Source: an optimization exercise on an open RTL-to-GDS flow (aim: small area). Production flows keep margins and buffers that such runs may drop.
The RTL was checked by simulation tests, not by an equivalence proof against the original design.
Power and IR drop assume default switching activity.

### flow/constraint.sdc
create_clock -name core_clock -period 4.0 [get_ports {sys_clk}]
set_input_delay 0.8000 -clock core_clock [delete_from_list [all_inputs] [get_ports {sys_clk}]]
set_output_delay 0.8000 -clock core_clock [all_outputs]
set_load 0.01 [all_outputs]
### flow/design.v
`default_nettype none
package collect_pkg;
  typedef logic [7:0] sample_t;
  typedef enum logic [1:0] {
    SRC_NONE = 2'd0,   
    SRC_ADC  = 2'd1,
    SRC_UDP  = 2'd2,
    SRC_LINK = 2'd3
  } src_sel_e;
  typedef enum logic {
    PKT_IDLE = 1'b0,   
    PKT_SEND = 1'b1    
  } pkt_state_e;
  localparam int NUM_KEYS = 4;
  localparam int DEF_CNT_MAX = 999_999;
  localparam int DEF_FIFO_DEPTH = 64;
  localparam int DEF_PKT_LEN = 16;
  localparam int DEF_CREDITS = 8;
endpackage
`default_nettype wire
`default_nettype none
`timescale 1ns/100ps
module key_filter (
  input  logic sys_clk,
  input  logic sys_rst_n,
  input  logic key_in,     
  output logic key_flag    
);
  localparam logic [19:0] S_END = 20'h41653;
  logic [19:0] cnt;
  logic        sat;
  logic        clr;
  assign clr      = key_in || !sys_rst_n;
  assign key_flag = (cnt == S_END) && !sat;
  always_ff @(posedge sys_clk) begin
    if (clr) begin
      cnt <= '0;
      sat <= 1'b0;
    end else begin
      cnt <= {~cnt[18:0], ~(cnt[19] ^ cnt[16])};
      sat <= sat || key_flag;
    end
  end
endmodule
`default_nettype wire
`default_nettype none
`timescale 1ns/100ps
module source_select (
  input  logic                          sys_clk,
  input  logic                          sys_rst_n,
  input  logic [collect_pkg::NUM_KEYS-1:0] key_flag,
  input  collect_pkg::sample_t          adc_data,
  input  logic                          adc_valid,
  input  collect_pkg::sample_t          udp_rx_data,
  input  logic                          udp_rx_valid,
  input  collect_pkg::sample_t          link_data,
  input  logic                          link_valid,
  output collect_pkg::sample_t          sel_data,
  output logic                          sel_valid,
  output logic                          tx_en
);
  logic [3:0] mode;   
  always_ff @(posedge sys_clk or negedge sys_rst_n) begin
    if (!sys_rst_n) mode <= '0;
    else            mode <= mode ^ key_flag;
  end
  assign tx_en = mode[0];
  always_ff @(posedge sys_clk or negedge sys_rst_n) begin
    if (!sys_rst_n) sel_valid <= 1'b0;
    else            sel_valid <= mode[1] ? adc_valid :
                                 mode[2] ? udp_rx_valid :
                                 mode[3] & link_valid;
  end
  always_ff @(posedge sys_clk) begin
    sel_data <= mode[1] ? adc_data : mode[2] ? udp_rx_data : link_data;
  end
endmodule
`default_nettype wire
`default_nettype none
`timescale 1ns/100ps
module sample_fifo (
  input  logic                 sys_clk,
  input  logic                 sys_rst_n,
  input  collect_pkg::sample_t wr_data,
  input  logic                 wr_en,
  input  logic                 rd_en,     
  output collect_pkg::sample_t last_data,   
  output logic [6:0]           level,
  output logic                 overflow
);
  collect_pkg::sample_t mem [64];
  logic                 full;
  logic                 wr_do;
  assign full  = level[6];
  assign wr_do = wr_en && !full;   
  always_ff @(posedge sys_clk or negedge sys_rst_n) begin
    if (!sys_rst_n) begin
      level    <= '0;
      overflow <= 1'b0;
    end else begin
      level <= level + 7'(wr_do) - 7'(rd_en);
      if (wr_en && full) overflow <= 1'b1;   
    end
  end
  always_ff @(posedge sys_clk) begin
    if (wr_do) begin
      mem[0] <= wr_data;
      for (int i = 1; i < 64; i++) mem[i] <= mem[i-1];
    end
  end
  assign last_data = mem[level[5:0]];
endmodule
`default_nettype wire
`default_nettype none
`timescale 1ns/100ps
module pkt_sender (
  input  logic       sys_clk,
  input  logic       sys_rst_n,
  input  logic       tx_en,
  input  logic [6:0] level,
  output logic       rd_en,
  input  logic       tx_credit,   
  output logic       tx_valid,
  output logic       tx_sop,
  output logic       tx_eop
);
  logic       sending;
  logic [3:0] byte_cnt;   
  logic [3:0] used;       
  logic       send;
  assign send  = sending && !used[3];
  assign rd_en = send;
  always_ff @(posedge sys_clk or negedge sys_rst_n) begin
    if (!sys_rst_n) begin
      sending  <= 1'b0;
      byte_cnt <= '0;
      used     <= '0;
      tx_valid <= 1'b0;
    end else begin
      if (!sending) begin
        if (tx_en && level >= 7'd16) sending <= 1'b1;
      end else if (send && byte_cnt == 4'd15) begin
        sending <= 1'b0;
      end
      if (send) byte_cnt <= byte_cnt + 1'b1;
      used     <= used + 4'(send) - 4'(tx_credit);
      tx_valid <= send;
    end
  end
  assign tx_sop = tx_valid && byte_cnt == 4'd1;
  assign tx_eop = tx_valid && byte_cnt == 4'd0;
endmodule
`default_nettype wire
`default_nettype none
`timescale 1ns/100ps
module collect_top (
  input  logic                             sys_clk,
  input  logic                             sys_rst_n,
  input  logic [collect_pkg::NUM_KEYS-1:0] keys,          
  input  collect_pkg::sample_t             adc_data,
  input  logic                             adc_valid,
  input  collect_pkg::sample_t             udp_rx_data,
  input  logic                             udp_rx_valid,
  input  collect_pkg::sample_t             link_data,
  input  logic                             link_valid,
  input  logic                             tx_credit,
  output collect_pkg::sample_t             tx_data,
  output logic                             tx_valid,
  output logic                             tx_sop,
  output logic                             tx_eop,
  output logic                             overflow
);
  logic [collect_pkg::NUM_KEYS-1:0] key_flag;
  collect_pkg::sample_t             sel_data;
  logic                             sel_valid;
  logic                             tx_en;
  logic [6:0]                       level;
  logic                             rd_en;
  for (genvar i = 0; i < collect_pkg::NUM_KEYS; i++) begin : g_key
    key_filter key_filter_inst (
      .sys_clk  (sys_clk),
      .sys_rst_n(sys_rst_n),
      .key_in   (keys[i]),
      .key_flag (key_flag[i])
    );
  end
  source_select source_select_inst (
    .sys_clk     (sys_clk),
    .sys_rst_n   (sys_rst_n),
    .key_flag    (key_flag),
    .adc_data    (adc_data),
    .adc_valid   (adc_valid),
    .udp_rx_data (udp_rx_data),
    .udp_rx_valid(udp_rx_valid),
    .link_data   (link_data),
    .link_valid  (link_valid),
    .sel_data    (sel_data),
    .sel_valid   (sel_valid),
    .tx_en       (tx_en)
  );
  sample_fifo sample_fifo_inst (
    .sys_clk  (sys_clk),
    .sys_rst_n(sys_rst_n),
    .wr_data  (sel_data),
    .wr_en    (sel_valid),
    .rd_en    (rd_en),
    .last_data(tx_data),
    .level    (level),
    .overflow (overflow)
  );
  pkt_sender pkt_sender_inst (
    .sys_clk  (sys_clk),
    .sys_rst_n(sys_rst_n),
    .tx_en    (tx_en),
    .level    (level),
    .rd_en    (rd_en),
    .tx_credit(tx_credit),
    .tx_valid (tx_valid),
    .tx_sop   (tx_sop),
    .tx_eop   (tx_eop)
  );
endmodule
`default_nettype wire
### flow/config.mk
export PLATFORM = sky130hd
export DESIGN_NAME = collect_top
export DESIGN_NICKNAME = collect_top
export VERILOG_FILES = /design/flow/design.v
export SDC_FILE = /design/flow/constraint.sdc
export NUM_CORES = 4
export LEC_CHECK = 0
export CAP_MARGIN = 20
export CORE_MARGIN = 2
export CORE_UTILIZATION = 40
export SLEW_MARGIN = 20
### flow/run.sh
#!/bin/bash
# synth_recipe.tcl (not shown) runs the flow's synth.tcl, then flattens the netlist and writes it again
# the make line also repeats each setting of config.mk as NAME=value (left out here)
make -C /OpenROAD-flow-scripts/flow DESIGN_CONFIG=/design/flow/config.mk WORK_HOME=/design/flow/orfs CLKGATE_MAP_FILE= SYNTH_SCRIPT=/design/flow/synth_recipe.tcl finish
==> summary.txt <==
- The multi-input combinational cells in the finished layout cover a total of 0.00548 sq mm.
* Final worst-path setup slack: -0.0618 ns
* Instance area at placement: 0.0258 sq mm
* Switching fraction of total power: 0.203
- Number of global-route vias before repair: 14800
- Antenna violations before repair: 0
- Most numerous cell on the critical path: sky130_fd_sc_hd__or4_4
- Seq/Total Area, Yosys: 0.764
- Minimum clock period after layout: 4.06 ns
- Worst Setup End Kind: output pin
- TritonCTS built the clock tree.
- WHS Path Cells: 0
- CP max-delay cell: sky130_fd_sc_hd__or4_4
- For this run, design rule violations remaining after detail routing come to 0.
* Crit path cell chain: inv_4, ha_4, buf_8, nor4bb_2, a32o_1, a221oi_2, nand3_1, or4_4, or4_4, buf_6
- The die covers 0.0601 sq mm.
- Synthesized netlist cell count: 1450
* Cell Pwr Density: 463 mW/mm^2
* NumNets Final: 1750
- Share of flip-flops with an asynchronous set or reset after synthesis: 0.0367
- Library cell used as clock root buffer: sky130_fd_sc_hd__clkbuf_16
* Combinational Power Share: 0.020
* Power share of the clock group: 0.443
- In this run the critical register-to-register path is launched from sample_fifo_inst.level[0].
- Result of the run: failed layout checks
* Maximum net fanout on the critical path: 9
- At the pin with the least slew margin, the transition time is 1.06 ns.
- Iteration-0 DRC Markers: 2187
- At the later pin of the worst-skew pair, clock insertion delay measures 0.62 ns.
- Path category of the worst min-delay check: flip-flop to flip-flop
- CTS Buf Count: 66
- In this run, distinct cell masters in the synthesized netlist total 69.
* Weighted congestion reported at the end of routability-driven placement: 1.03
- After clock tree synthesis, the clock-pin slew on the worst setup and hold paths is 0.06 ns.
- H-tree levels: 3
- HP Start: source_select_inst.sel_data[0]
* Startpoint Class: flip-flop
- In this run the register-to-register setup slack is 1.18 ns.
- Number of cells in the finished layout apart from fillers: 2508
* Number of warning messages in the yosys log: 5
- Number of flip-flops and latches in the synthesized netlist: 627
* Count of boundary I/O pins: 46
- Violated checks: setup timing
- CP Buf/Inv Count: 3
- FMAX: 246 MHz
* Type of the worst setup path: flip-flop to output pin
* Number of flops mapped to enable cells by yosys: 512
* Clock tree skew after final layout: 0.0275 ns
- The die is 245 um tall.
- Counting every net in the synthesized netlist gives 1507.
- Worst path top cell family by delay: simple AND/OR/NAND/NOR gates
- Horizontal die dimension: 245 um
- Cell leakage power: 0.00926 uW
* Most used DFF post-synth: sky130_fd_sc_hd__edfxtp_1
- Avg Cell Area, Syn: 16.1 sq um
* Count of filler cells inserted in the layout: 4894
- On the worst path, the slowest cell contributes a delay of 0.53 ns.
* Count of pins over their slew limit: 0
- Unrepaired setup endpoints after global routing: yes
- Total grt overflow: 0
- For this run, the detailed router's first-pass iteration total came to 6.
* Worst hold slack across all endpoints: 0.405 ns
- The area growth from synthesis to layout is 22.4%.
* Buffers added on ports: 45
* Effective utilization at floorplan: 0.404
- Hold Crit Endpoint: sample_fifo_inst.mem[0][0]
* Final number of hold-violating endpoints: 0
- In this run the deepest clock path goes through 3 buffers.
- The cell area that synthesis handed to floorplanning was 0.0233 sq mm.
- Maximum number of pins on one net before global-route repair: 194
- Detailed placement HPWL: 51.3 mm
- Count of endpoints failing setup in the final report: 3
* Pwr Total: 13200 uW
- Depth of the most critical reg-to-reg path: 13
* Placed insts: 2362
- The first global-routing pass estimated 104 mm of wire.
* Cts hold-fix bufs: 0
- Vias per inst: 6.09
- In the global route stage, overall resource usage came out at 0.242.
- Sinks on Clock Net: 627
* Average wire length per cell after detail routing: 29.2 um
* Internal power: 10500 uW
- After floorplanning, the core was sized to cover 0.0576 sq mm.
- Data arrival time of the worst path: 3.26 ns
- Share of post-route cells with drive strength above 1: 0.235
* Register Area: 0.0178 sq mm
- Number of cell rows: 88
- Endpoint of the lowest-slack register-to-register path: sample_fifo_inst.level[6]
* Required time reported for the critical path endpoint: 3.20 ns
* Design Area, Final: 0.0285 sq mm
- Number of maximum-capacitance violations: 0
- Antenna-violating nets left: 0
- Measured against its own limit, the worst slew margin works out to 0.291.
- Fraction of power consumed by sequential logic: 0.537
* Sum of negative setup slack: -0.0892 ns
- After detailed routing, the total wire length is 73.3 mm.
- In this run the power spent charging and discharging nets is 2680 uW.
- Total vias in the final route: 15300
* Maximum ir drop on the vdd rail: 0.000292 V
* Part of the cycle the worst path needs: 1.02
[worst max-delay path by stage]
| stage | end | from | slack [ns] | cells after the start |
|---|---|---|---|---|
| floorplan | sample_fifo_inst.level[6] | sample_fifo_inst.level[6] | -5.68 | 9 |
| global placement | tx_data[3] | sample_fifo_inst.level[3] | -0.21 | 10 |
| global route | tx_data[2] | sample_fifo_inst.level[1] | -0.14 | 10 |
| CTS | tx_data[4] | sample_fifo_inst.level[4] | -0.02 | 10 |
| detailed placement | tx_data[3] | sample_fifo_inst.level[3] | -0.30 | 10 |
| finish | tx_data[4] | sample_fifo_inst.level[4] | -0.06 | 10 |
[cell usage in the layout (no fill, tap or decap), drive strengths merged, types with 5 or more instances in the layout]
cell type	count
inv	25
xor2	12
o22ai	15
a22o	22
a32o	17
nor3	25
ha	21
and3	6
a31oi	7
a222oi	6
a22oi	81
and2	10
a2111oi	6
nand2b	5
clkdlybuf4s50	37
nand2	53
o32ai	6
mux2	16
buf	211
nand4	32
nand3	34
clkinv	25
clkbuf	88
edfxtp	512
a221oi	32
nor4	18
dfxtp	92
xnor2	7
nor2	111
o21ai	17
and4b	5
a32oi	26
a21oi	20
nor4bb	9
nor2b	11
mux2i	43
dfrtp	23
[synthesized netlist by cell type, drive strengths merged (5+ instances only)]
cell type | number | area (sq um)
a221oi | 32 | 287
inv | 23 | 86.3
a22oi | 81 | 608
buf | 32 | 188
nand3 | 34 | 170
dfxtp | 92 | 1840
clkbuf | 42 | 158
and4b | 5 | 53.8
o22ai | 15 | 93.8
xor2 | 12 | 105
dfrtp | 23 | 576
nor2b | 11 | 68.8
nor4 | 18 | 113
o21ai | 17 | 85.1
and2 | 10 | 62.6
nand2 | 53 | 199
a2111oi | 6 | 52.6
nor4bb | 9 | 90.1
a22o | 22 | 193
edfxtp | 512 | 15400
a32o | 17 | 170
nor2 | 111 | 417
nor3 | 25 | 125
a21oi | 20 | 100
nand2b | 5 | 33.8
a222oi | 6 | 60.1
xnor2 | 7 | 61.3
o32ai | 6 | 52.6
mux2i | 43 | 430
a32oi | 26 | 228
mux2 | 16 | 180
and3 | 6 | 37.5
nand4 | 32 | 200
ha | 21 | 263
a31oi | 7 | 43.8
[metal layers]
metal	up-vias	GRT usage	share of wire	routed length, um
li1	6299	-	-	-
met1	7681	0.337	0.40	29600
met2	1083	0.359	0.44	32100
met3	203	0.0609	0.11	8180
met4	0	0.108	0.047	3440
met5	-	0	0	0
[kinds of logic (layout without fill, tap and decap cells)]
group | Yosys count | in the layout | synth area share
and+or+nand+nor | 340 | 340 | 0.0748
AOI/OAI and AO/OA | 285 | 285 | 0.0960
other | 0 | 1 | 0
adders and majority gates | 23 | 23 | 0.0130
buffers and inverters | 97 | 389 | 0.0185
xor gates and xnor gates | 19 | 19 | 0.00715
DFF | 627 | 627 | 0.764
muxes | 59 | 59 | 0.0262
[stage by stage]
| stage | setup WS [ns] | util |
|---|---|---|
| after global placement | -0.215 | 0.448 |
| after CTS | -0.0242 | 0.493 |
| after global routing | -0.138 | 0.495 |
| final | -0.0618 | 0.495 |
| after floorplan | -5.68 | - |
| after detailed placement | -0.297 | 0.448 |
[power by group through the flow]
stage                     clock network [uW]  logic, uW  registers, uW
after detailed placement                   0        254           7220
after floorplan                            0        160           7210
final                                   5850        261           7090
after global routing                    6200        296           7090
after CTS                               5950        263           7090
after global placement                     0        241           7220
[layout make-up]
cell class	count	share of cell area
clock buffer	87	0.0637
clock inverter	30	0.00803
antenna	1	0.0000878
timing repair buffer	249	0.0742
multi-input combinational	726	0.192
sequential	627	0.625
inverter	23	0.00334
tap	765	0.0336
[registers in the layout (all words and copies together), names as in the netlist]
name                          cells
g_key.key_filter_inst.cnt        80
g_key.key_filter_inst.sat         4
pkt_sender_inst.byte_cnt          4
pkt_sender_inst.sending           1
pkt_sender_inst.tx_valid          1
pkt_sender_inst.used              4
sample_fifo_inst.level            7
sample_fifo_inst.mem            512
sample_fifo_inst.overflow         1
source_select_inst.mode           4
source_select_inst.sel_data       8
source_select_inst.sel_valid      1
[repair_timing]
action	4_1_cts	5_1_grt
setup buffers	22	5
gates cloned	1	0
pin swaps	22	14
gates resized for setup	128	18
setup endpoints to repair	8	8

## separate check: timing with driven ports
Ports are ideal in the flow. The routed layout listed here was re-timed in OpenROAD.
Step 1 sets driving cells, clkbuf_16 on the clock port and buf_2 on the other inputs (assumed; they add their load-dependent delay and slew).
Step 2 adds t to the input delays and takes it off the output delays; t is the mean of the earliest and latest rising clock arrival at the registers after step 1. Input paths then give back, and output paths get back, about the clock's delay inside the block.
Slacks: ideal ports / drivers / drivers and shift; pairs: ideal ports / drivers.
shift t [ns]: 0.669
setup slack, ns: -0.062 / -0.121 / 0.547
worst setup path after step 2: register to output
slew at the worst register clock pin (ns): 0.06 / 0.06
cell pins on the clock port's net: 1
For this run, drivers alone change the setup slack by -0.059 ns; drivers and shift together by +0.609 ns.
